Background: an optimization exercise with open tools, aiming at small area and a short achievable clock period. Do not read the settings as production practice.
Only simulation tests tie the RTL to the original design; equivalence was not proved.
Power figures rest on the tool's default switching activity, not on a simulated workload.

// bus_mem_responder
module bus_mem_responder #(
  parameter logic [bus_pkg::ADDR_W-1:0] BASE = 20'h00000,
  parameter int                DEPTH_LOG2  = 8,
  parameter int                WAIT_STATES = 1,
  parameter logic [bus_pkg::DATA_W-1:0] FILL_BYTE = 8'hFF
) (
  input  logic              clk,
  input  logic              reset,
  input  logic              EN,
  input  logic              RD_WR,
  input  logic [bus_pkg::ADDR_W-1:0] Direction,
  input  logic [bus_pkg::DATA_W-1:0] Bus_in,
  output logic [bus_pkg::DATA_W-1:0] Bus_out,
  output logic              Bus_oe,
  output logic              READY,
  output logic              ERR,
  output logic              Busy
);
For scale: about 4,100 cells after synthesis, ~2,200 flip-flops, about 0.056 mm^2 of cells after synthesis.
==> flow/config.mk <==
export PLATFORM = sky130hd
export DESIGN_NAME = bus_mem_responder
export DESIGN_NICKNAME = bus_mem_responder
export VERILOG_FILES = /design/flow/design.v
export SDC_FILE = /design/flow/constraint.sdc
export NUM_CORES = 4
export LEC_CHECK = 0
export CAP_MARGIN = 20
export CORE_MARGIN = 2
export CORE_UTILIZATION = 40
export SETUP_SLACK_MARGIN = 2.5
export SLEW_MARGIN = 20
export SYNTH_HIERARCHICAL = 1
==> flow/constraint.sdc <==
create_clock -name core_clock -period 5.0 [get_ports {clk}]
set_input_delay 1.0000 -clock core_clock [delete_from_list [all_inputs] [get_ports {clk}]]
set_output_delay 1.0000 -clock core_clock [all_outputs]
set_load 0.01 [all_outputs]
run.sh (not shown) runs the stock make flow with config.mk's settings and CLKGATE_MAP_FILE= SYNTH_SCRIPT=/design/flow/synth_recipe.tcl, a recipe that flattens the netlist after the stock synthesis.
The first run passed the timing, design-rule and antenna checks.
Edit:
--- a/flow/config.mk
+++ b/flow/config.mk
@@ -8,5 +8,7 @@
 export CAP_MARGIN = 20
 export CORE_MARGIN = 2
-export CORE_UTILIZATION = 40
+export CORE_UTILIZATION = 60
+export CTS_CLUSTER_DIAMETER = 100
+export CTS_CLUSTER_SIZE = 24
 export SETUP_SLACK_MARGIN = 2.5
 export SLEW_MARGIN = 20
Result:
- global-route usage increases by 9.1 points
- power decreases by 18%
- wire length decreases by 3.6%
- clock-buffer cell count decreases by 191
- design area decreases by 7.3%
- sequential power stays flat
Edit:
--- a/flow/config.mk
+++ b/flow/config.mk
@@ -8,5 +8,5 @@
 export CAP_MARGIN = 20
 export CORE_MARGIN = 2
-export CORE_UTILIZATION = 60
+export CORE_UTILIZATION = 40
 export CTS_CLUSTER_DIAMETER = 100
 export CTS_CLUSTER_SIZE = 24
- total power grows slightly
- synthesized cell count is unchanged
- first-iteration DRC count fell by a few percent
- cell area goes up slightly
- core utilization shrinks by 22 points

* * *

== run 1 ==
Another version of the RTL of bus_mem_responder (not shown whole).
Size: roughly 44 I/O pins.
clock: 5.0 ns
lec_check: 0
cap_margin: 20
core_margin: 2
core_utilization: 40
cts_cluster_diameter: 100
cts_cluster_size: 24
place_density: 0.5
setup_slack_margin: 3.2
slew_margin: 20
synth_hierarchical: 1
Run 1: done, clean on timing, DRC and antenna
> inputs changed (run 1 -> run 2)
# run 1
export LEC_CHECK = 0
export CAP_MARGIN = 20
export CORE_MARGIN = 2
export CORE_UTILIZATION = 40
export CTS_CLUSTER_DIAMETER = 100
export CTS_CLUSTER_SIZE = 24
export PLACE_DENSITY = 0.5
export SETUP_SLACK_MARGIN = 3.2
export SLEW_MARGIN = 20
export SYNTH_HIERARCHICAL = 1
create_clock -name core_clock -period 5.0 [get_ports {clk}]
# run 2
export LEC_CHECK = 0
export CAP_MARGIN = 20
export CORE_MARGIN = 2
export CORE_UTILIZATION = 40
export CTS_CLUSTER_DIAMETER = 100
export CTS_CLUSTER_SIZE = 24
export SETUP_SLACK_MARGIN = 3.0
export SLEW_MARGIN = 20
export SYNTH_HIERARCHICAL = 1
create_clock -name core_clock -period 5.0 [get_ports {clk}]
Results
- Every run (run 2 and run 1) finished clean.
- Delta (run 2 minus run 1): wire length fell about 3.7%; worst setup slack fell 0.013 ns; final area about even; average size of a mapped cell about even; minimum period implied by the final worst setup slack rose 0.013 ns.
- Run 1 -> run 2: number of fill cells in the layout flat
- On overall power after layout, run 2 and run 1 are neck and neck.
- [compare] base=run 1 new=run 2: met2 capacity usage during global routing saw a decrease, initial antenna violation count saw an increase.
- Run 2 vs run 1, endpoint of the most critical setup path: Bus_out[5] vs Bus_out[0]
Here is what was changed in the inputs of run 3 compared with run 2.
# run 2
export LEC_CHECK = 0
export CAP_MARGIN = 20
export CORE_MARGIN = 2
export CORE_UTILIZATION = 40
export CTS_CLUSTER_DIAMETER = 100
export CTS_CLUSTER_SIZE = 24
export SETUP_SLACK_MARGIN = 3.0
export SLEW_MARGIN = 20
export SYNTH_HIERARCHICAL = 1
create_clock -name core_clock -period 5.0 [get_ports {clk}]
# run 3
export LEC_CHECK = 0
export CAP_MARGIN = 20
export CORE_MARGIN = 2
export CORE_UTILIZATION = 40
export CTS_CLUSTER_DIAMETER = 100
export CTS_CLUSTER_SIZE = 24
export SETUP_SLACK_MARGIN = 3.2
export SLEW_MARGIN = 20
export SYNTH_HIERARCHICAL = 1
create_clock -name core_clock -period 5.0 [get_ports {clk}]
Findings:
Run 3 ends up with higher count of buffers not belonging to the clock network in the layout than run 2 does. Diff run 2 -> run 3 | clock power | decrease of about 1%. Looking at type of the most critical hold path, the input pin to asynchronous set/reset pin result is from run 2; the flip-flop to flip-flop one comes from run 3. Power density over the cells: run 3 vs run 2 down about 0.6%. Run 3: flow completed, timing, DRC and antenna clean. Run 2 → run 3: filler cell count lost 83, final core area utilization closely matched the old numbers.
Input changes introduced in run 4 (baseline for comparison: run 3):
# run 3
export LEC_CHECK = 0
export CAP_MARGIN = 20
export CORE_MARGIN = 2
export CORE_UTILIZATION = 40
export CTS_CLUSTER_DIAMETER = 100
export CTS_CLUSTER_SIZE = 24
export SETUP_SLACK_MARGIN = 3.2
export SLEW_MARGIN = 20
export SYNTH_HIERARCHICAL = 1
create_clock -name core_clock -period 5.0 [get_ports {clk}]
# run 4
export LEC_CHECK = 0
export CAP_MARGIN = 20
export CORE_MARGIN = 2
export CORE_UTILIZATION = 40
export CTS_CLUSTER_DIAMETER = 100
export CTS_CLUSTER_SIZE = 24
export GPL_ROUTABILITY_DRIVEN = 0
export SETUP_SLACK_MARGIN = 3.2
export SLEW_MARGIN = 20
export SYNTH_HIERARCHICAL = 1
create_clock -name core_clock -period 5.0 [get_ports {clk}]
Notes after the runs:
As far as number of gates resized after cts goes, run 4 and run 3 are indistinguishable; the numbers are identical.
Worst reg2reg path depth: run 3 vs run 4, no meaningful difference
Count of buffer and inverter cells on the critical path delta (run 3 -> run 4): insignificant
~same maximum cell stage delay along the critical path in run 4 and run 3
Part of the total power dissipated in the clock network delta (run 4 -> run 3): insignificant
Compared with run 3, in run 4 starting utilization of the core area essentially unchanged; power barely changed.

-- static timing again, ports no longer ideal --
Ports are ideal in the flow. The routed layouts listed here were re-timed in OpenROAD.
Step 1, drivers: a clkbuf_16 drives clk and a buf_2 each remaining input, both assumed.
Step 2, shift: input delay + t, output delay - t, t = (earliest + latest rising clock arrival at the registers) / 2. This alone moves slack from input paths to output paths.
a / b / c = ideal ports / drivers / drivers and shift; a / b = the first two.
run	shift t [ns]	slack for setup (ns)	clock arrival spread, ns	slew at the worst register clock pin (ns)	pins driven straight from the clock port
the first run of note 1	0.882	2.448 / 2.375 / 2.330	0.058 / 0.058	0.07 / 0.07	1
the second run of note 1	0.759	2.497 / 2.425 / 2.177	0.022 / 0.022	0.10 / 0.10	1
the third run of note 1	0.808	2.554 / 2.483 / 2.278	0.047 / 0.047	0.10 / 0.10	1
run 1	0.816	2.583 / 2.501 / 2.439	0.045 / 0.044	0.10 / 0.10	1
run 2	0.806	2.570 / 2.491 / 2.266	0.051 / 0.050	0.10 / 0.10	1
run 3	0.814	2.587 / 2.507 / 2.372	0.040 / 0.040	0.10 / 0.10	1
run 4	0.814	2.587 / 2.507 / 2.372	0.040 / 0.040	0.10 / 0.10	1
After both steps setup and hold are still met in every run listed. For the second run of note 1, which loses most, drivers alone change the setup slack by -0.072 ns; drivers and shift together by -0.320 ns.
